Source: an optimization exercise on an open RTL-to-GDS flow (aim: small area). Production flows keep margins and buffers that such runs may drop. At most, simulation tests tie the RTL to the original design; equivalence was not proved. Power figures rest on the tool's default switching activity, not on a simulated workload.

Setup of lane 2:
Design data_mem_responder, start of the top module:
module data_mem_responder #(
    parameter int ADDR_W      = 8,
    parameter int DATA_W      = 16,
    parameter int WAIT_STATES = 1
) (
    input  logic              clk,
    input  logic              rst_n,
    input  logic              mem_req,
    input  logic              mem_we,
    input  logic [ADDR_W-1:0] mem_addr,
    input  logic [DATA_W-1:0] mem_in,
    output logic [DATA_W-1:0] mem_out,
    output logic              mem_ready,
    input  logic              ld_clear,
    input  logic              ld_valid,
    input  logic [7:0]        ld_byte,
    output logic              ld_ready
);
    localparam int WADDR_W = ADDR_W - 1;
    localparam int WORDS   = 2**WADDR_W;
    localparam int HW      = DATA_W / 2;
    logic                rdw_q, wrw_q, rsp_q;
    logic                idle;
    logic [WADDR_W-1:0]  addr_q;
    logic [ADDR_W-1:0]   ld_ptr_q;
    logic [DATA_W-1:0]   mem_out_q;
    logic                bus_wr, ld_wr;
    logic [1:0]          wr_be;
    logic [WADDR_W-1:0]  wr_addr;
    logic [DATA_W-1:0]   wr_data;
    logic [WORDS-1:0][DATA_W-1:0] mem_q;
    logic [7:0]                   wr_lo_n;
    logic [1:0][15:0]             wr_hi_n;
    logic [WORDS-1:0][1:0]        wr_en;
    logic [WORDS-1:0]             rd_sel_n;
    logic [DATA_W-1:0][WORDS-1:0] rd_bits;
    logic [DATA_W-1:0]            rd_word;
    assign idle     = ~(rdw_q | wrw_q | rsp_q);
    assign ld_ready = idle & ~mem_req & ~ld_clear;
    assign bus_wr  = idle & mem_req & mem_we;
    assign ld_wr   = ld_ready & ld_valid;
    assign wr_be   = {bus_wr | (ld_wr & ld_ptr_q[0]), bus_wr | (ld_wr & ~ld_ptr_q[0])};
    assign wr_addr = mem_req ? mem_addr[ADDR_W-1:1] : ld_ptr_q[ADDR_W-1:1];
  ...
make LEC_CHECK=0 ABC_CLOCK_PERIOD_IN_PS=100000 CAP_MARGIN=20 CORE_MARGIN=2 CORE_UTILIZATION=60 CTS_BUF_LIST=sky130_fd_sc_hd__clkbuf_8 CTS_CLUSTER_DIAMETER=60 CTS_CLUSTER_SIZE=20 GPL_TIMING_DRIVEN=0 SLEW_MARGIN=20 SYNTH_HIERARCHICAL=1 finish   # period 4.0 ns
run.sh (not shown) runs the stock make flow with config.mk's settings and CLKGATE_MAP_FILE= SYNTH_SCRIPT=/design/flow/synth_recipe.tcl, a recipe that flattens the netlist after the stock synthesis.
Complete run, failing final checks: lane 2, reason setup timing.
--- input diff lane 2..lane 5 ---
# lane 2
export LEC_CHECK = 0
export ABC_CLOCK_PERIOD_IN_PS = 100000
export CAP_MARGIN = 20
export CORE_MARGIN = 2
export CORE_UTILIZATION = 60
export CTS_BUF_LIST = sky130_fd_sc_hd__clkbuf_8
export CTS_CLUSTER_DIAMETER = 60
export CTS_CLUSTER_SIZE = 20
export GPL_TIMING_DRIVEN = 0
export SLEW_MARGIN = 20
export SYNTH_HIERARCHICAL = 1
create_clock -name core_clock -period 4.0 [get_ports {clk}]
# lane 5
export LEC_CHECK = 0
export ABC_CLOCK_PERIOD_IN_PS = 100000
export CAP_MARGIN = 20
export CORE_MARGIN = 2
export CORE_UTILIZATION = 60
export CTS_BUF_LIST = sky130_fd_sc_hd__clkbuf_8
export CTS_CLUSTER_DIAMETER = 60
export CTS_CLUSTER_SIZE = 20
export GPL_TIMING_DRIVEN = 1
export SLEW_MARGIN = 20
export SYNTH_HIERARCHICAL = 1
create_clock -name core_clock -period 4.0 [get_ports {clk}]
- Lane 5 went all the way through synthesis, placement and routing and the layout is clean on timing, DRC and antenna.
- In lane 5, the fraction of layout cells with a size suffix above 1 came out 4.4 points above the value in lane 2.
- Number of antenna violations at the first check in global routing for lane 5 is higher than for lane 2.
- Row post-route clock period utilization: lane 5 lower / lane 2 higher
- Taking lane 2 as the reference, in lane 5 buffer levels on the longest clock path shows no meaningful change, global placement routability congestion now sits higher.
- Lane 2 → lane 5: first-iteration detailed-routing DRC count saw a decrease; total via count in the routed design saw an increase.
Function was not checked in any run of this note: the RTL went through the layout flow alone.

* * *

data_mem_responder, a different RTL version from the one above (not shown whole).
Size in the first run: about 5900 cells after synthesis, roughly 2100 flip-flops, ~56 I/O pins, ~72000 um^2 of cells after synthesis.
// data_mem_responder
module data_mem_responder #(
    parameter int ADDR_W      = 8,
    parameter int DATA_W      = 16,
    parameter int WAIT_STATES = 1
) (
    input  logic              clk,
    input  logic              rst_n,
    input  logic              mem_req,
    input  logic              mem_we,
    input  logic [ADDR_W-1:0] mem_addr,
    input  logic [DATA_W-1:0] mem_in,
    output logic [DATA_W-1:0] mem_out,
    output logic              mem_ready,
    input  logic              ld_clear,
    input  logic              ld_valid,
    input  logic [7:0]        ld_byte,
    output logic              ld_ready
);
==> flow/config.mk <==
export PLATFORM = sky130hd
export DESIGN_NAME = data_mem_responder
export DESIGN_NICKNAME = data_mem_responder
export VERILOG_FILES = /design/flow/design.v
export SDC_FILE = /design/flow/constraint.sdc
export NUM_CORES = 4
export LEC_CHECK = 0
export ABC_CLOCK_PERIOD_IN_PS = 100000
export CAP_MARGIN = 20
export CORE_MARGIN = 2
export CORE_UTILIZATION = 70
export CTS_BUF_LIST = sky130_fd_sc_hd__clkbuf_8
export CTS_CLUSTER_DIAMETER = 50
export CTS_CLUSTER_SIZE = 16
export GPL_TIMING_DRIVEN = 0
export PLACE_DENSITY = 0.8
export SETUP_SLACK_MARGIN = 0.45
export SLEW_MARGIN = 20
export SYNTH_HIERARCHICAL = 1
==> flow/constraint.sdc <==
create_clock -name core_clock -period 4.0 [get_ports {clk}]
set_input_delay 0.8000 -clock core_clock [delete_from_list [all_inputs] [get_ports {clk}]]
set_output_delay 0.8000 -clock core_clock [all_outputs]
set_load 0.01 [all_outputs]
standard.sh (not shown) runs the stock make flow with config.mk's settings and CLKGATE_MAP_FILE= SYNTH_SCRIPT=/design/flow/synth_recipe.tcl, a recipe that flattens the netlist after the stock synthesis.
==> flow/flow/run.sh <==
#!/bin/bash
# Layout flow: the standard ORFS flow (standard.sh, its synthesis unchanged),
# with two changes:
#  - clock tree synthesis without dummy loads (clkbuf_8 leaves, clusters of
#    at most 18 sinks within 55 um);
#  - port buffers use the smallest buffer, buf_1.
# All of make's output goes to flow_make.log in this folder; ORFS writes each
# step's log under orfs/logs/.
set -euo pipefail
bash standard.sh \
  "CTS_ARGS=-sink_clustering_enable -repair_clock_nets -dont_use_dummy_load -buf_list sky130_fd_sc_hd__clkbuf_8 -sink_clustering_size 18 -sink_clustering_max_diameter 55" \
  "BUFFER_PORTS_ARGS=-buffer_cell sky130_fd_sc_hd__buf_1" \
  finish > flow_make.log 2>&1
The baseline finished but fails on antenna violations.
Rerun with:
--- a/flow/config.mk
+++ b/flow/config.mk
@@ -15,5 +15,5 @@
 export GPL_TIMING_DRIVEN = 0
 export PLACE_DENSITY = 0.8
-export SETUP_SLACK_MARGIN = 0.45
+export SETUP_SLACK_MARGIN = 0.3
 export SLEW_MARGIN = 20
 export SYNTH_HIERARCHICAL = 1
This time the run produced a clean layout. Cell count stays flat. Count of clock-buffer cells in the layout is higher by 2. Final area barely changes. Synthesized cell count stays the same. Wire length rises by 1.9%.
No functional check of the RTL was part of any run of this note.

* * *

Setup of job 101:
Another version of the RTL of data_mem_responder (not shown whole).
Size in the first run: about 6400 cells after synthesis, roughly 2100 flip-flops, ~56 I/O pins.
Design data_mem_responder, start of the top module:
module data_mem_responder #(
    parameter int ADDR_W      = 8,
    parameter int DATA_W      = 16,
    parameter int WAIT_STATES = 1
) (
    input  logic              clk,
    input  logic              rst_n,
    input  logic              mem_req,
    input  logic              mem_we,
    input  logic [ADDR_W-1:0] mem_addr,
    input  logic [DATA_W-1:0] mem_in,
    output logic [DATA_W-1:0] mem_out,
    output logic              mem_ready,
    input  logic              ld_clear,
    input  logic              ld_valid,
    input  logic [7:0]        ld_byte,
    output logic              ld_ready
);
Settings: LEC_CHECK=0, ABC_CLOCK_PERIOD_IN_PS=100000, CAP_MARGIN=20, CORE_MARGIN=2, CORE_UTILIZATION=70, CTS_BUF_LIST=sky130_fd_sc_hd__clkbuf_8, CTS_CLUSTER_DIAMETER=50, CTS_CLUSTER_SIZE=16, GPL_TIMING_DRIVEN=0, PLACE_DENSITY=0.8, SETUP_SLACK_MARGIN=0.3, SLEW_MARGIN=20, SYNTH_HIERARCHICAL=1; clock period 4.0 ns.
==> flow/flow/run.sh <==
#!/bin/bash
# Layout flow: the standard ORFS flow (standard.sh, its synthesis unchanged),
# with two changes:
#  - clock tree synthesis without dummy loads (clkbuf_8 leaves, clusters of
#    at most 20 sinks within 60 um);
#  - port buffers use the smallest buffer, buf_1.
# All of make's output goes to flow_make.log in this folder; ORFS writes each
# step's log under orfs/logs/.
set -euo pipefail
bash standard.sh \
  "CTS_ARGS=-sink_clustering_enable -repair_clock_nets -dont_use_dummy_load -buf_list sky130_fd_sc_hd__clkbuf_8 -sink_clustering_size 20 -sink_clustering_max_diameter 60" \
  "BUFFER_PORTS_ARGS=-buffer_cell sky130_fd_sc_hd__buf_1" \
  finish > flow_make.log 2>&1
diff inputs: job 101 => job 102
# job 101
export LEC_CHECK = 0
export ABC_CLOCK_PERIOD_IN_PS = 100000
export CAP_MARGIN = 20
export CORE_MARGIN = 2
export CORE_UTILIZATION = 70
export CTS_BUF_LIST = sky130_fd_sc_hd__clkbuf_8
export CTS_CLUSTER_DIAMETER = 50
export CTS_CLUSTER_SIZE = 16
export GPL_TIMING_DRIVEN = 0
export PLACE_DENSITY = 0.8
export SETUP_SLACK_MARGIN = 0.3
export SLEW_MARGIN = 20
export SYNTH_HIERARCHICAL = 1
create_clock -name core_clock -period 4.0 [get_ports {clk}]
# job 102
export LEC_CHECK = 0
export ABC_CLOCK_PERIOD_IN_PS = 100000
export CAP_MARGIN = 20
export CORE_MARGIN = 2
export CORE_UTILIZATION = 70
export CTS_BUF_LIST = sky130_fd_sc_hd__clkbuf_8
export CTS_CLUSTER_DIAMETER = 50
export CTS_CLUSTER_SIZE = 16
export GPL_TIMING_DRIVEN = 0
export PLACE_DENSITY = 0.8
export SETUP_SLACK_MARGIN = 0.4
export SLEW_MARGIN = 20
export SYNTH_HIERARCHICAL = 1
create_clock -name core_clock -period 4.0 [get_ports {clk}]
==> flow/run.sh (new file) <==
#!/bin/bash
# synth_recipe.tcl (not shown) runs the flow's synth.tcl, then flattens the netlist and writes it again
# the make line also repeats each setting of config.mk as NAME=value (left out here)
make -C /OpenROAD-flow-scripts/flow DESIGN_CONFIG=/design/flow/config.mk WORK_HOME=/design/flow/orfs CLKGATE_MAP_FILE= SYNTH_SCRIPT=/design/flow/synth_recipe.tcl finish
removed: flow/flow/run.sh
removed: flow/standard.sh
## What came out
Against job 101, worst hold slack in job 102 came out better. Taking job 101 as the reference, in job 102 final worst-path setup slack -0.12 ns; number of top-level pins ~0 delta. Going from job 101 to job 102, cell internal power dissipation has increased, arrival time at the worst endpoint has increased, wire length of the first global-routing pass has increased. Going from job 101 to job 102, first-iteration DRC count lost 181, switching share of total power went up.
Changes in job 103 relative to job 102:
==> flow/flow/run.sh (new file) <==
#!/bin/bash
# Layout flow: the standard ORFS flow (standard.sh, its synthesis unchanged),
# with two changes:
#  - clock tree synthesis without dummy loads (clkbuf_8 leaves, clusters of
#    at most 16 sinks within 50 um);
#  - port buffers use the smallest buffer, buf_1.
# All of make's output goes to flow_make.log in this folder; ORFS writes each
# step's log under orfs/logs/.
set -euo pipefail
bash standard.sh \
  "CTS_ARGS=-sink_clustering_enable -repair_clock_nets -dont_use_dummy_load -buf_list sky130_fd_sc_hd__clkbuf_8 -sink_clustering_size 16 -sink_clustering_max_diameter 50" \
  "BUFFER_PORTS_ARGS=-buffer_cell sky130_fd_sc_hd__buf_1" \
  finish > flow_make.log 2>&1
==> flow/standard.sh (new file) <==
#!/bin/bash
# synth_recipe.tcl (not shown) runs the flow's synth.tcl, then flattens the netlist and writes it again
# the make line also repeats each setting of config.mk as NAME=value (left out here)
make -C /OpenROAD-flow-scripts/flow DESIGN_CONFIG=/design/flow/config.mk WORK_HOME=/design/flow/orfs CLKGATE_MAP_FILE= SYNTH_SCRIPT=/design/flow/synth_recipe.tcl "${@:-finish}"
removed: flow/run.sh
Results
- Relative to job 102, post-detailed-route wirelength per cell increased by 0.64% in job 103.
- From job 102 to job 103 the numbers moved as follows: top fanout value on the critical path went up; power went down.
- A kind of path behind the tightest hold check of in2async is what job 102 shows, while in2reg belongs to job 103.
- The final reports for job 103 and job 102 show post-placement worst setup slack higher in the former.
- There was hardly any difference in aggregate routed wire length between job 103 and job 102.
- Relative to job 102, global-route wire length before repair decreased by 0.75% in job 103.
- [compare] base=job 102 new=job 103: global-route usage moved down, count of placed standard cells in the final layout, fillers left out moved down, count of plain and timing-repair buffers in the layout moved up.
Relative to job 103, the following input files were edited for job 104:
# job 103
export LEC_CHECK = 0
export ABC_CLOCK_PERIOD_IN_PS = 100000
export CAP_MARGIN = 20
export CORE_MARGIN = 2
export CORE_UTILIZATION = 70
export CTS_BUF_LIST = sky130_fd_sc_hd__clkbuf_8
export CTS_CLUSTER_DIAMETER = 50
export CTS_CLUSTER_SIZE = 16
export GPL_TIMING_DRIVEN = 0
export PLACE_DENSITY = 0.8
export SETUP_SLACK_MARGIN = 0.4
export SLEW_MARGIN = 20
export SYNTH_HIERARCHICAL = 1
create_clock -name core_clock -period 4.0 [get_ports {clk}]
# job 104
export LEC_CHECK = 0
export ABC_CLOCK_PERIOD_IN_PS = 100000
export CAP_MARGIN = 20
export CORE_MARGIN = 2
export CORE_UTILIZATION = 60
export CTS_BUF_LIST = sky130_fd_sc_hd__clkbuf_8
export CTS_CLUSTER_DIAMETER = 50
export CTS_CLUSTER_SIZE = 16
export GPL_TIMING_DRIVEN = 0
export SETUP_SLACK_MARGIN = 0.5
export SLEW_MARGIN = 20
export SYNTH_HIERARCHICAL = 1
create_clock -name core_clock -period 4.0 [get_ports {clk}]
==> flow/run.sh (new file) <==
#!/bin/bash
# synth_recipe.tcl (not shown) runs the flow's synth.tcl, then flattens the netlist and writes it again
# the make line also repeats each setting of config.mk as NAME=value (left out here)
make -C /OpenROAD-flow-scripts/flow DESIGN_CONFIG=/design/flow/config.mk WORK_HOME=/design/flow/orfs CLKGATE_MAP_FILE= SYNTH_SCRIPT=/design/flow/synth_recipe.tcl finish
removed: flow/flow/run.sh
removed: flow/standard.sh
Results
Combinational power share delta for job 104 relative to job 103: 0.3 points lower. The setup slack of job 104 is higher than that of job 103. Job 104 against job 103; internal power component is up by a little under 10%. Re sequential power share: job 103 was higher than job 104. Reported for job 103 and job 104, number of max-slew violations in the final report turned out identical to the last digit. Of job 104 and job 103, it is job 104 that has the higher count of non-CTS buffers in the layout. In the flow results for job 103 and job 104, the layout overhead on the synthesized area is larger on job 104. As far as hold buffer count at CTS goes, job 104 and job 103 are indistinguishable; the numbers are identical.

what the ideal ports hide:
No port has a modelled driver above. Below, the same layouts with a new extraction and two added sets of constraints.
Step 1 sets driving cells, clkbuf_16 on the clock port and buf_2 on the other inputs (assumed; they add their load-dependent delay and slew).
Step 2 adds t to the input delays and takes it off the output delays; t is the mean of the earliest and latest rising clock arrival at the registers after step 1. Input paths then give back, and output paths get back, about the clock's delay inside the block.
a / b / c = no drivers / after step 1 / after step 2; a / b = the first two.
run	t (ns)	setup slack, ns	hold slack, ns	worst setup path after step 2	worst slew at a driven data input, ns
lane 2	0.990	-0.136 / -0.105 / -1.095	0.288 / 0.237 / 0.497	input to register	0.21
lane 5	0.947	0.228 / 0.151 / -0.045	0.290 / 0.237 / 0.500	input to register	0.22
the first run of note 2	0.944	0.257 / 0.257 / -0.682	0.188 / 0.239 / 0.477	input to register	0.21
the second run of note 2	0.944	0.158 / 0.087 / -0.857	0.275 / 0.311 / 0.473	input to register	0.20
job 101	0.947	0.285 / 0.285 / -0.571	0.226 / 0.231 / 0.475	input to register	0.18
job 102	0.966	0.169 / 0.065 / -0.883	0.292 / 0.238 / 0.478	input to register	0.16
job 103	0.959	0.290 / 0.290 / -0.658	0.237 / 0.209 / 0.474	input to register	0.18
job 104	1.010	0.316 / 0.329 / -0.681	0.202 / 0.147 / 0.477	input to register	0.18
The setup slack of job 102, which loses most, moves by -0.104 ns with the drivers and by -1.052 ns with both steps.
